This design comes from an exercise in tuning for small area on the open sky130 flow, not from production work.
Function was checked by simulation only, so behaviour that the tests miss may differ from the original.
Power figures rest on the tool's default switching activity, not on a simulated workload.

==> module spk_out, before the edit <==
module spk_out (
    input  wire         clk,
    input  wire         rst_n,
    input  wire         soma_fire,
    input  wire [23:0]  neuron_id,
    input  wire         config_we,
    input  wire [58:0]  config_flit,
    output logic        config_full,
    input  wire         credit_in,
    output logic        flit_out_wr,
    output logic [58:0] flit_out,
    input  wire         dst_we,
    input  wire [3:0]   dst_waddr,
    input  wire [20:0]  dst_wdata,
    input  wire         dst_re,
    input  wire [3:0]   dst_raddr,
    output logic [20:0] dst_rdata
);
    localparam int N = 15;    
    localparam int W = 57;    
    logic [20:0] tbl [0:15];
    logic [3:0]  taddr;       
    always_ff @(posedge clk) begin
        if (dst_we) tbl[dst_waddr] <= dst_wdata;
    end
    logic [15:0] tsel;
    logic        rsel;
    logic [20:0] rd_or;
    always_comb begin
        rd_or = rsel ? q[N-1][55:35] : 21'b0;
        for (int i = 0; i < 16; i++) begin
            tsel[i] = (taddr == 4'(i)) && !rsel;
            rd_or   = rd_or | (tsel[i] ? tbl[i] : 21'b0);
        end
    end
    assign dst_rdata = rd_or;
    logic [W-1:0] q   [0:N-1];
    logic [N-1:0] v;
    logic [N:0]   rdy;        
    logic         push;
    logic         pop;
    logic [W-1:0] din;
    logic         cfg_read;
    assign push     = soma_fire || config_we;
    assign cfg_read = (config_flit[58:56] == 3'b111);
    always_comb begin
        din[56]    = !soma_fire && cfg_read;
        din[55:38] = config_flit[55:38];
        din[37:35] = soma_fire ? 3'b000 :
                     (cfg_read ? config_flit[37:35] : config_flit[58:56]);
        din[34:24] = soma_fire ? 11'b0 : config_flit[34:24];
        din[23:0]  = soma_fire ? neuron_id : config_flit[23:0];
    end
    always_comb begin
        rdy[N] = done;
        for (int i = N - 1; i >= 0; i--) rdy[i] = !v[i] || rdy[i+1];
    end
    always_ff @(posedge clk) begin
        if (rdy[0]) q[0] <= din;
        for (int i = 1; i < N; i++) begin
            if (rdy[i]) q[i] <= q[i-1];
        end
    end
    always_ff @(posedge clk or negedge rst_n) begin
        if (!rst_n) begin
            v <= '0;
        end else begin
            if (rdy[0]) v[0] <= push;
            for (int i = 1; i < N; i++) begin
                if (rdy[i]) v[i] <= v[i-1];
            end
        end
    end
    logic done;
    assign config_full = &v && !done;
    logic [W-1:0] head;
    logic [3:0]   owed;       
    logic         head_read;
    logic [20:0]  route;
    assign head      = q[N-1];
    assign head_read = head[56];
    assign route     = dst_rdata;
    assign rsel      = v[N-1] && head_read;
    assign flit_out_wr = v[N-1] && !done && (owed != 4'd15);
    assign flit_out    = {head_read ? 3'b111 : head[37:35],
                          route,
                          head[34:0]};
    assign pop         = flit_out_wr && (head_read || !route[0]);
    always_ff @(posedge clk or negedge rst_n) begin
        if (!rst_n) begin
            taddr <= 4'd0;
        end else if (dst_re) begin
            taddr <= dst_raddr;
        end else if (pop || done || !v[N-1]) begin
            taddr <= 4'd0;
        end else if (flit_out_wr) begin
            taddr <= taddr + 4'd1;
        end
    end
    always_ff @(posedge clk or negedge rst_n) begin
        if (!rst_n) begin
            done <= 1'b0;
        end else begin
            done <= pop;
        end
    end
    always_ff @(posedge clk or negedge rst_n) begin
        if (!rst_n) begin
            owed <= 4'd0;
        end else if (credit_in && !flit_out_wr) begin
            owed <= owed - 4'd1;
        end else if (!credit_in && flit_out_wr) begin
            owed <= owed + 4'd1;
        end
    end
endmodule
==> flow/config.mk <==
export PLATFORM = sky130hd
export DESIGN_NAME = spk_out
export DESIGN_NICKNAME = spk_out
export VERILOG_FILES = /design/flow/design.v
export SDC_FILE = /design/flow/constraint.sdc
export NUM_CORES = 4
export LEC_CHECK = 0
export CAP_MARGIN = 20
export CORE_MARGIN = 2
export CORE_UTILIZATION = 70
export SLEW_MARGIN = 20
==> flow/constraint.sdc <==
create_clock -name core_clock -period 5.0 [get_ports {clk}]
set_input_delay 1.0000 -clock core_clock [delete_from_list [all_inputs] [get_ports {clk}]]
set_output_delay 1.0000 -clock core_clock [all_outputs]
set_load 0.01 [all_outputs]
standard.sh (not shown) runs the stock make flow with config.mk's settings and CLKGATE_MAP_FILE= SYNTH_SCRIPT=/design/flow/synth_recipe.tcl, a recipe that flattens the netlist after the stock synthesis.
==> flow/flow/run.sh <==
#!/bin/bash
# Standard ORFS layout (standard.sh, unchanged synthesis, floorplan, power
# grid and routing) with three settings changed:
#  - ports are buffered with the smallest buffer, buf_1;
#  - buffers that abc inserted during synthesis are removed at floorplan,
#    so repair_design sizes the fanout buffering itself;
#  - clock tree synthesis uses clkbuf_8 with sink clusters of up to 20
#    flip-flops and no dummy loads.
# make's full output goes to make_finish.log; ORFS writes each step's log
# under orfs/logs.
set -euo pipefail
export BUFFER_PORTS_ARGS="-buffer_cell sky130_fd_sc_hd__buf_1"
export REMOVE_ABC_BUFFERS=1
export CTS_ARGS="-sink_clustering_enable -repair_clock_nets -dont_use_dummy_load -buf_list sky130_fd_sc_hd__clkbuf_8 -sink_clustering_size 20 -sink_clustering_max_diameter 60"
bash standard.sh > make_finish.log 2>&1
Change:
--- a/flow/design.v
+++ b/flow/design.v
@@ -87,13 +87,13 @@
         din[37:35] = soma_fire ? 3'b000 :
                      (cfg_read ? config_flit[37:35] : config_flit[58:56]);
         din[34:24] = soma_fire ? 11'b0 : config_flit[34:24];
         din[23:0]  = soma_fire ? neuron_id : config_flit[23:0];
     end
     always_comb begin
-        rdy[N] = done;
+        rdy[N] = pop;
         for (int i = N - 1; i >= 0; i--) rdy[i] = !v[i] || rdy[i+1];
     end
     always_ff @(posedge clk) begin
         if (rdy[0]) q[0] <= din;
         for (int i = 1; i < N; i++) begin
             if (rdy[i]) q[i] <= q[i-1];
@@ -106,43 +106,35 @@
             if (rdy[0]) v[0] <= push;
             for (int i = 1; i < N; i++) begin
                 if (rdy[i]) v[i] <= v[i-1];
             end
         end
     end
-    logic done;
-    assign config_full = &v && !done;
+    assign config_full = &v;
     logic [W-1:0] head;
     logic [3:0]   owed;       
     logic         head_read;
     logic [20:0]  route;
     assign head      = q[N-1];
     assign head_read = head[56];
     assign route     = dst_rdata;
     assign rsel      = v[N-1] && head_read;
-    assign flit_out_wr = v[N-1] && !done && (owed != 4'd15);
+    assign flit_out_wr = v[N-1] && (owed != 4'd15);
     assign flit_out    = {head_read ? 3'b111 : head[37:35],
                           route,
                           head[34:0]};
     assign pop         = flit_out_wr && (head_read || !route[0]);
     always_ff @(posedge clk or negedge rst_n) begin
         if (!rst_n) begin
             taddr <= 4'd0;
         end else if (dst_re) begin
             taddr <= dst_raddr;
-        end else if (pop || done || !v[N-1]) begin
+        end else if (pop || !v[N-1]) begin
             taddr <= 4'd0;
         end else if (flit_out_wr) begin
             taddr <= taddr + 4'd1;
-        end
-    end
-    always_ff @(posedge clk or negedge rst_n) begin
-        if (!rst_n) begin
-            done <= 1'b0;
-        end else begin
-            done <= pop;
         end
     end
     always_ff @(posedge clk or negedge rst_n) begin
         if (!rst_n) begin
             owed <= 4'd0;
         end else if (credit_in && !flit_out_wr) begin
=>
- synthesized cell count goes up by 1.1%
- fmax is lower by 0.45%
- die area stays flat
- first-iteration DRC count goes up by 3.1%
- worst setup slack degrades by 0.020 ns
- routed wire length goes up by 1.2%
- core utilization rose by 0.24 points
- cell count is higher by 0.47%
- final area climbs by 0.32%
- hold slack stays flat
- sequential power stays flat

-- static timing again, ports no longer ideal --
The results above use ideal ports. As a check the final layouts listed here were re-extracted and re-timed, cells and wires unchanged.
Step 1, drivers: a clkbuf_16 drives clk and a buf_2 each remaining input, both assumed.
Step 2 moves the port delays by t, midway between the first and last clock arrival at a register: inputs arrive t later, outputs are due t later. That takes back most of the time a late clock gives input paths.
a / b / c = no drivers / after step 1 / after step 2; a / b = the first two.
run | shift t [ns] | setup slack, ns | worst setup path after step 2 | slew at the worst register clock pin (ns) | pins driven straight from the clock port
the first run | 0.714 | 0.608 / 0.548 / 1.262 | register to output | 0.12 / 0.12 | 1
the second run | 0.706 | 0.589 / 0.526 / 1.232 | register to output | 0.12 / 0.12 | 1
After both steps every run listed still meets setup and hold.
